Context: an optimization exercise on an open-source flow, tuned for small area, a short achievable clock period and few clock cycles per item. The choices shown serve that exercise and are no tape-out recipe.
The RTL was checked by simulation tests, not by an equivalence proof against the original design.

==> inputs of job 9945 <==
Design julian_day_to_calendar_date, start of the top module:
module julian_day_to_calendar_date (
  input  logic                     clk,
  input  logic                     rst,
  input  logic                     stamp_valid,
  output logic                     stamp_ready,
  input  logic [IN_W-1:0]          stamp_julian_time,
  output logic                     date_valid,
  input  logic                     date_ready,
  output logic signed [YEAR_W-1:0] date_year,
  output logic [MONTH_W-1:0]       date_month,
  output logic [DAY_W-1:0]         date_day_whole,
  output logic [FO_W-1:0]          date_day_fraction
);
Settings: LEC_CHECK=0, CAP_MARGIN=20, CORE_MARGIN=2, CORE_UTILIZATION=70, SETUP_SLACK_MARGIN=5, SLEW_MARGIN=20; clock period 10.0 ns.
run.sh (not shown) runs the stock make flow with config.mk's settings and CLKGATE_MAP_FILE= SYNTH_SCRIPT=/design/flow/synth_recipe.tcl, a recipe that flattens the netlist after the stock synthesis.
==> job 8839: changes against job 9945 <==
--- a/flow/design.v
+++ b/flow/design.v
@@ -1636,17 +1636,16 @@
   assign s2sum[6] = s2sum_p[6] ^ s2sum_G2_5;
   assign s2sum[7] = s2sum_p[7] ^ s2sum_G2_6;
   assign s2sum[8] = s2sum_p[8] ^ s2sum_G2_7;
   assign s2sum[9] = s2sum_p[9] ^ s2sum_G3_8;
   assign s2sum[10] = s2sum_p[10] ^ s2sum_G3_9;
   assign s2sum[11] = s2sum_p[11] ^ s2sum_G3_10;
   assign s2sum[12] = s2sum_p[12] ^ s2sum_G3_11;
   logic [10:0] yt;
-  logic [8:0]  yoff;
   assign yt[0]  = s2sum >= 13'd365;
   assign yt[1]  = s2sum >= 13'd730;
   assign yt[2]  = s2sum >= 13'd1095;
   assign yt[3]  = s2sum >= 13'd1461;
   assign yt[4]  = s2sum >= 13'd1826;
   assign yt[5]  = s2sum >= 13'd2191;
   assign yt[6]  = s2sum >= 13'd2556;
   assign yt[7]  = s2sum >= 13'd2922;
@@ -1654,44 +1653,80 @@
   assign yt[9]  = s2sum >= 13'd3652;
   assign yt[10] = s2sum >= 13'd4017;
   always_comb begin
     yp = 4'd0;
     for (int i = 0; i < 11; i++) begin
       if (yt[i]) yp = 4'(i + 1);
     end
   end
-  always_comb begin
-    yoff = 9'd0;
-    if (yt[0])  yoff = 9'(365);
-    if (yt[1])  yoff = 9'(730);
-    if (yt[2])  yoff = 9'(1095);
-    if (yt[3])  yoff = 9'(1461);
-    if (yt[4])  yoff = 9'(1826);
-    if (yt[5])  yoff = 9'(2191);
-    if (yt[6])  yoff = 9'(2556);
-    if (yt[7])  yoff = 9'(2922);
-    if (yt[8])  yoff = 9'(3287);
-    if (yt[9])  yoff = 9'(3652);
-    if (yt[10]) yoff = 9'(4017);
-  end
+  logic [13:0] qe14;
+  logic [13:0] m1179;
+  assign qe14  = 14'(qe2);
+  assign m1179 = -14'd1179;
+  logic [13:0] y0h;
+  logic [14:0] y0h_c;
+  assign y0h_c[0] = 1'b0;
+  assign y0h[0] = qe14[0] ^ m1179[0] ^ y0h_c[0];
+  assign y0h_c[1] = (qe14[0] & m1179[0]) | (qe14[0] & y0h_c[0]) | (m1179[0] & y0h_c[0]);
+  assign y0h[1] = qe14[1] ^ m1179[1] ^ y0h_c[1];
+  assign y0h_c[2] = (qe14[1] & m1179[1]) | (qe14[1] & y0h_c[1]) | (m1179[1] & y0h_c[1]);
+  assign y0h[2] = qe14[2] ^ m1179[2] ^ y0h_c[2];
+  assign y0h_c[3] = (qe14[2] & m1179[2]) | (qe14[2] & y0h_c[2]) | (m1179[2] & y0h_c[2]);
+  assign y0h[3] = qe14[3] ^ m1179[3] ^ y0h_c[3];
+  assign y0h_c[4] = (qe14[3] & m1179[3]) | (qe14[3] & y0h_c[3]) | (m1179[3] & y0h_c[3]);
+  assign y0h[4] = qe14[4] ^ m1179[4] ^ y0h_c[4];
+  assign y0h_c[5] = (qe14[4] & m1179[4]) | (qe14[4] & y0h_c[4]) | (m1179[4] & y0h_c[4]);
+  assign y0h[5] = qe14[5] ^ m1179[5] ^ y0h_c[5];
+  assign y0h_c[6] = (qe14[5] & m1179[5]) | (qe14[5] & y0h_c[5]) | (m1179[5] & y0h_c[5]);
+  assign y0h[6] = qe14[6] ^ m1179[6] ^ y0h_c[6];
+  assign y0h_c[7] = (qe14[6] & m1179[6]) | (qe14[6] & y0h_c[6]) | (m1179[6] & y0h_c[6]);
+  assign y0h[7] = qe14[7] ^ m1179[7] ^ y0h_c[7];
+  assign y0h_c[8] = (qe14[7] & m1179[7]) | (qe14[7] & y0h_c[7]) | (m1179[7] & y0h_c[7]);
+  assign y0h[8] = qe14[8] ^ m1179[8] ^ y0h_c[8];
+  assign y0h_c[9] = (qe14[8] & m1179[8]) | (qe14[8] & y0h_c[8]) | (m1179[8] & y0h_c[8]);
+  assign y0h[9] = qe14[9] ^ m1179[9] ^ y0h_c[9];
+  assign y0h_c[10] = (qe14[9] & m1179[9]) | (qe14[9] & y0h_c[9]) | (m1179[9] & y0h_c[9]);
+  assign y0h[10] = qe14[10] ^ m1179[10] ^ y0h_c[10];
+  assign y0h_c[11] = (qe14[10] & m1179[10]) | (qe14[10] & y0h_c[10]) | (m1179[10] & y0h_c[10]);
+  assign y0h[11] = qe14[11] ^ m1179[11] ^ y0h_c[11];
+  assign y0h_c[12] = (qe14[11] & m1179[11]) | (qe14[11] & y0h_c[11]) | (m1179[11] & y0h_c[11]);
+  assign y0h[12] = qe14[12] ^ m1179[12] ^ y0h_c[12];
+  assign y0h_c[13] = (qe14[12] & m1179[12]) | (qe14[12] & y0h_c[12]) | (m1179[12] & y0h_c[12]);
+  assign y0h[13] = qe14[13] ^ m1179[13] ^ y0h_c[13];
+  assign y0h_c[14] = (qe14[13] & m1179[13]) | (qe14[13] & y0h_c[13]) | (m1179[13] & y0h_c[13]);
   logic [8:0]  s23;
-  logic [8:0]  yoff3;
   logic [3:0]  yp3;
   logic [15:0] y03;
   logic [15:0] f3;
   always_ff @(posedge clk) begin
     if (en3) begin
       s23   <= s2sum[8:0];
-      yoff3 <= yoff;
       yp3   <= yp;
-      y03   <= 16'({qe2, 2'b00}) - 16'd4716;
+      y03   <= {y0h, 2'b00};
       f3    <= f2;
     end
   end
+  logic [8:0]  yoff3;
+  always_comb begin
+    unique case (yp3)
+      4'd0:    yoff3 = 9'(0);
+      4'd1:    yoff3 = 9'(365);
+      4'd2:    yoff3 = 9'(730);
+      4'd3:    yoff3 = 9'(1095);
+      4'd4:    yoff3 = 9'(1461);
+      4'd5:    yoff3 = 9'(1826);
+      4'd6:    yoff3 = 9'(2191);
+      4'd7:    yoff3 = 9'(2556);
+      4'd8:    yoff3 = 9'(2922);
+      4'd9:    yoff3 = 9'(3287);
+      4'd10:   yoff3 = 9'(3652);
+      default: yoff3 = 9'(4017);
+    endcase
+  end
   logic [8:0] doy_p, doy_g, doy;
   assign doy_p = s23 ^ (~yoff3);
   assign doy_g = s23 & (~yoff3);
   logic doy_g0c;
   assign doy_g0c = doy_g[0] | (doy_p[0] & 1'b1);
   logic doy_G0_1, doy_P0_1;
   assign doy_G0_1 = doy_g[1] | (doy_p[1] & doy_g0c);
   assign doy_P0_1 = doy_p[1] & doy_p[0];
@@ -1749,31 +1784,33 @@
   assign mt[3]  = doy >= 9'd122;
   assign mt[4]  = doy >= 9'd153;
   assign mt[5]  = doy >= 9'd184;
   assign mt[6]  = doy >= 9'd214;
   assign mt[7]  = doy >= 9'd245;
   assign mt[8]  = doy >= 9'd275;
   assign mt[9]  = doy >= 9'd306;
   assign mt[10] = doy >= 9'd337;
+  logic [4:0]  mstart;
   always_comb begin
-    day_next   = 5'(doy[4:0] + 5'd1);
+    mstart     = 5'(0);
     month_next = 4'd3;
-    if (mt[0])  begin day_next = 5'(doy[4:0] - 5'd30);  month_next = 4'd4;  end
-    if (mt[1])  begin day_next = 5'(doy[4:0] - 5'd60);  month_next = 4'd5;  end
-    if (mt[2])  begin day_next = 5'(doy[4:0] - 5'd91);  month_next = 4'd6;  end
-    if (mt[3])  begin day_next = 5'(doy[4:0] - 5'd121); month_next = 4'd7;  end
-    if (mt[4])  begin day_next = 5'(doy[4:0] - 5'd152); month_next = 4'd8;  end
-    if (mt[5])  begin day_next = 5'(doy[4:0] - 5'd183); month_next = 4'd9;  end
-    if (mt[6])  begin day_next = 5'(doy[4:0] - 5'd213); month_next = 4'd10; end
-    if (mt[7])  begin day_next = 5'(doy[4:0] - 5'd244); month_next = 4'd11; end
-    if (mt[8])  begin day_next = 5'(doy[4:0] - 5'd274); month_next = 4'd12; end
-    if (mt[9])  begin day_next = 5'(doy[4:0] - 5'd305); month_next = 4'd1;  end
-    if (mt[10]) begin day_next = 5'(doy[4:0] - 5'd336); month_next = 4'd2;  end
+    if (mt[0])  begin mstart = 5'(31);  month_next = 4'd4;  end
+    if (mt[1])  begin mstart = 5'(61);  month_next = 4'd5;  end
+    if (mt[2])  begin mstart = 5'(92);  month_next = 4'd6;  end
+    if (mt[3])  begin mstart = 5'(122); month_next = 4'd7;  end
+    if (mt[4])  begin mstart = 5'(153); month_next = 4'd8;  end
+    if (mt[5])  begin mstart = 5'(184); month_next = 4'd9;  end
+    if (mt[6])  begin mstart = 5'(214); month_next = 4'd10; end
+    if (mt[7])  begin mstart = 5'(245); month_next = 4'd11; end
+    if (mt[8])  begin mstart = 5'(275); month_next = 4'd12; end
+    if (mt[9])  begin mstart = 5'(306); month_next = 4'd1;  end
+    if (mt[10]) begin mstart = 5'(337); month_next = 4'd2;  end
   end
+  assign day_next = doy[4:0] - mstart + 5'd1;
   logic [15:0] year_r;
   logic [3:0]  month_r;
   logic [4:0]  day_r;
   logic [15:0] frac_r;
   always_ff @(posedge clk) begin
     if (adv) begin
       year_r  <= y03 + 16'(5'(yp3) + 5'(mt[9]));
       month_r <= month_next;
- CORE_UTILIZATION: 70 -> 60
==> job 8759: changes against job 9945 <==
- CORE_UTILIZATION: 70 -> 40
==> job 4325: changes against job 9945 <==
- CORE_UTILIZATION: 70 -> 60
==> qor summary <==
Outcome: job 4325 complete, no violations; job 8839 complete, no violations; job 9945 complete, no violations; job 8759 complete, no violations
Mean area per synthesized cell: job 4325 11.2 µm²; job 8839 11.6 µm²; job 9945 11.2 µm²; job 8759 11.2 µm²
Number of enable flip-flop cells after synthesis: job 4325 184; job 8839 176; job 9945 184; job 8759 184
Number of non-clock buffers: job 4325 103; job 8839 128; job 9945 103; job 8759 105
Number of DRC markers in iteration 0: job 4325 570; job 8839 346; job 9945 858; job 8759 429
Routed wl met2: job 4325 15800 µm; job 8839 14000 µm; job 9945 17600 µm; job 8759 14600 µm
Sum of routed wire length over all layers: job 4325 31600 µm; job 8839 26000 µm; job 9945 33700 µm; job 8759 30500 µm
Multi-input gate count: job 4325 883; job 8839 727; job 9945 883; job 8759 883
Non-clock inverter count: job 4325 266; job 8839 280; job 9945 266; job 8759 266
Total via count after detailed routing: job 4325 10100; job 8839 8748; job 9945 10400; job 8759 9938
Fraction of final layout cells with drive strength greater than 1: job 4325 7.34%; job 8839 10.2%; job 9945 7.47%; job 8759 7.87%
Clock insertion delay at the later pin of the skew report: job 4325 0.45 ns; job 8839 0.44 ns; job 9945 0.45 ns; job 8759 0.44 ns
Number of well-tap cells placed: job 4325 330; job 8839 285; job 9945 275; job 8759 511
Layout Utilization: job 4325 69.0%; job 8839 71.6%; job 9945 81.0%; job 8759 46.6%
Pre-antenna DRT Iters: job 4325 4; job 8839 5; job 9945 6; job 8759 5
Nets in the synthesized netlist: job 4325 1681; job 8839 1531; job 9945 1681; job 8759 1681
Met3 track utilization from global routing: job 4325 3.26%; job 8839 3.42%; job 9945 4.22%; job 8759 2.39%
Cell area after technology mapping: job 4325 15100 µm²; job 8839 13800 µm²; job 9945 15100 µm²; job 8759 15100 µm²
Testbench counts of job 9945, summed over its fixed seeds: cycles 16,032, items 16,000.
Testbench counts of job 8839, summed over its fixed seeds: cycles 16,032, items 16,000.
Testbench counts of job 8759, summed over its fixed seeds: cycles 16,032, items 16,000.
Testbench counts of job 4325, summed over its fixed seeds: cycles 16,032, items 16,000.

* * *

==> inputs of amber <==
julian_day_to_calendar_date, a different RTL version from the one above (not shown whole).
Settings: LEC_CHECK=0, CAP_MARGIN=20, CORE_MARGIN=2, CORE_UTILIZATION=55, SETUP_SLACK_MARGIN=5, SLEW_MARGIN=20; clock period 10.0 ns.
==> ember (differences from amber) <==
CORE_UTILIZATION = 40   (was 55)
SETUP_SLACK_MARGIN = unset   (was 5)
==> results.ini <==
[cells_and_area]
buffers_excl_clock=87
nFillCells=3392

[timing]
final.min_clock_period_ns=6.634
max_slew_margin=0.3594

[global_route]
met2_usage=0.2731
grt_pass1_wl_mm=47.04

[status]
status=finished clean

[worst_setup_path]
crit_arrival_ns=6.84

[place]
numPlacedInstances=1882

[end of results for ember]
==> results.ini <==
[drt]
dr_wl_met2_mm=14.96
met3WireLength_um=688

[place]
place_area_um2=16360
numPlacedInstances=1756

[logic_synthesis]
synth_edf_count=177

[timing]
final.min_clock_period_ns=5.443
max_slew_margin=0.4759

[global_route]
met2_usage=0.3822

[status]
status=finished clean

[hold_path]
min_from=f1[6]

[cells_and_area]
nFillCells=2035
buffers_excl_clock=192

[worst_setup_path]
crit_top_cell=a21oi_2

[end of results for amber]
Testbench counts of amber, summed over its fixed seeds: cycles 16,032, items 16,000.
Testbench counts of ember, summed over its fixed seeds: cycles 16,032, items 16,000.

* * *

==> 07-06: inputs <==
julian_day_to_calendar_date, a different RTL version from the one above (not shown whole).
clock: 10.0 ns
lec_check: 0
cap_margin: 20
core_margin: 2
core_utilization: 60
setup_slack_margin: 5
slew_margin: 20
==> 08-24: changes against 07-06 <==
--- a/flow/design.v
+++ b/flow/design.v
@@ -1750,29 +1750,31 @@
   assign mt[4]  = doy >= 9'd153;
   assign mt[5]  = doy >= 9'd184;
   assign mt[6]  = doy >= 9'd214;
   assign mt[7]  = doy >= 9'd245;
   assign mt[8]  = doy >= 9'd275;
   assign mt[9]  = doy >= 9'd306;
   assign mt[10] = doy >= 9'd337;
+  logic [4:0]  mstart;
   always_comb begin
-    day_next   = 5'(doy[4:0] + 5'd1);
+    mstart     = 5'(0);
     month_next = 4'd3;
-    if (mt[0])  begin day_next = 5'(doy[4:0] - 5'd30);  month_next = 4'd4;  end
-    if (mt[1])  begin day_next = 5'(doy[4:0] - 5'd60);  month_next = 4'd5;  end
-    if (mt[2])  begin day_next = 5'(doy[4:0] - 5'd91);  month_next = 4'd6;  end
-    if (mt[3])  begin day_next = 5'(doy[4:0] - 5'd121); month_next = 4'd7;  end
-    if (mt[4])  begin day_next = 5'(doy[4:0] - 5'd152); month_next = 4'd8;  end
-    if (mt[5])  begin day_next = 5'(doy[4:0] - 5'd183); month_next = 4'd9;  end
-    if (mt[6])  begin day_next = 5'(doy[4:0] - 5'd213); month_next = 4'd10; end
-    if (mt[7])  begin day_next = 5'(doy[4:0] - 5'd244); month_next = 4'd11; end
-    if (mt[8])  begin day_next = 5'(doy[4:0] - 5'd274); month_next = 4'd12; end
-    if (mt[9])  begin day_next = 5'(doy[4:0] - 5'd305); month_next = 4'd1;  end
-    if (mt[10]) begin day_next = 5'(doy[4:0] - 5'd336); month_next = 4'd2;  end
+    if (mt[0])  begin mstart = 5'(31);  month_next = 4'd4;  end
+    if (mt[1])  begin mstart = 5'(61);  month_next = 4'd5;  end
+    if (mt[2])  begin mstart = 5'(92);  month_next = 4'd6;  end
+    if (mt[3])  begin mstart = 5'(122); month_next = 4'd7;  end
+    if (mt[4])  begin mstart = 5'(153); month_next = 4'd8;  end
+    if (mt[5])  begin mstart = 5'(184); month_next = 4'd9;  end
+    if (mt[6])  begin mstart = 5'(214); month_next = 4'd10; end
+    if (mt[7])  begin mstart = 5'(245); month_next = 4'd11; end
+    if (mt[8])  begin mstart = 5'(275); month_next = 4'd12; end
+    if (mt[9])  begin mstart = 5'(306); month_next = 4'd1;  end
+    if (mt[10]) begin mstart = 5'(337); month_next = 4'd2;  end
   end
+  assign day_next = doy[4:0] - mstart + 5'd1;
   logic [15:0] year_r;
   logic [3:0]  month_r;
   logic [4:0]  day_r;
   logic [15:0] frac_r;
   always_ff @(posedge clk) begin
     if (adv) begin
       year_r  <= y03 + 16'(5'(yp3) + 5'(mt[9]));
==> summary of the runs <==
Global-route usage: 08-24 is lower than 07-06 (2.6 points).
Of 08-24 and 07-06, 07-06 has the higher final area (gap about 5%, measured against 07-06).
Critical path depth is the same in 08-24 and 07-06.
Between 08-24 and 07-06, the lower core utilization is in 07-06 (gap 0.51 points).
Against 08-24, the hold slack of 07-06 is better by 3.0 ps.
Between 08-24 and 07-06, the lower first-iteration DRC count is in 08-24 (gap about 44%, measured against 07-06).
Against 08-24, the sequential share of layout area of 07-06 is lower by 1.7 points.
Testbench counts of 07-06, summed over its fixed seeds: cycles 16,032, items 16,000.
Testbench counts of 08-24, summed over its fixed seeds: cycles 16,032, items 16,000.

[afterwards: timing with drivers on the ports]
Ports are ideal in the flow. The routed layouts listed here were re-timed in OpenROAD.
Step 1 (the two cells are an assumption about what drives the block):
set clk [get_ports {clk}]
set_driving_cell -lib_cell sky130_fd_sc_hd__clkbuf_16 $clk
set_driving_cell -lib_cell sky130_fd_sc_hd__buf_2 [delete_from_list [all_inputs] $clk]
Step 2 adds t to the input delays and takes it off the output delays; t is the mean of the earliest and latest rising clock arrival at the registers after step 1. Input paths then give back, and output paths get back, about the clock's delay inside the block.
a / b / c = no drivers / after step 1 / after step 2; a / b = the first two.
| run | t (ns) | slack for setup (ns) | hold slack, ns |
|---|---|---|---|
| job 9945 | 0.491 | 5.015 / 4.973 / 4.634 | 0.418 / 0.418 / 0.418 |
| job 8839 | 0.484 | 5.050 / 5.024 / 4.674 | 0.415 / 0.415 / 0.415 |
| job 8759 | 0.488 | 5.061 / 5.033 / 4.807 | 0.413 / 0.413 / 0.413 |
| job 4325 | 0.490 | 5.048 / 5.023 / 4.750 | 0.416 / 0.416 / 0.416 |
| amber | 0.480 | 4.557 / 4.557 / 4.557 | 0.418 / 0.418 / 0.418 |
| ember | 0.487 | 3.366 / 3.366 / 3.366 | 0.423 / 0.423 / 0.423 |
| 07-06 | 0.484 | 5.072 / 5.045 / 4.717 | 0.415 / 0.415 / 0.415 |
| 08-24 | 0.482 | 5.059 / 5.030 / 4.793 | 0.412 / 0.412 / 0.412 |
After both steps every run listed still meets setup and hold. The setup slack of job 9945, which loses most, moves by -0.042 ns with the drivers and by -0.381 ns with both steps.
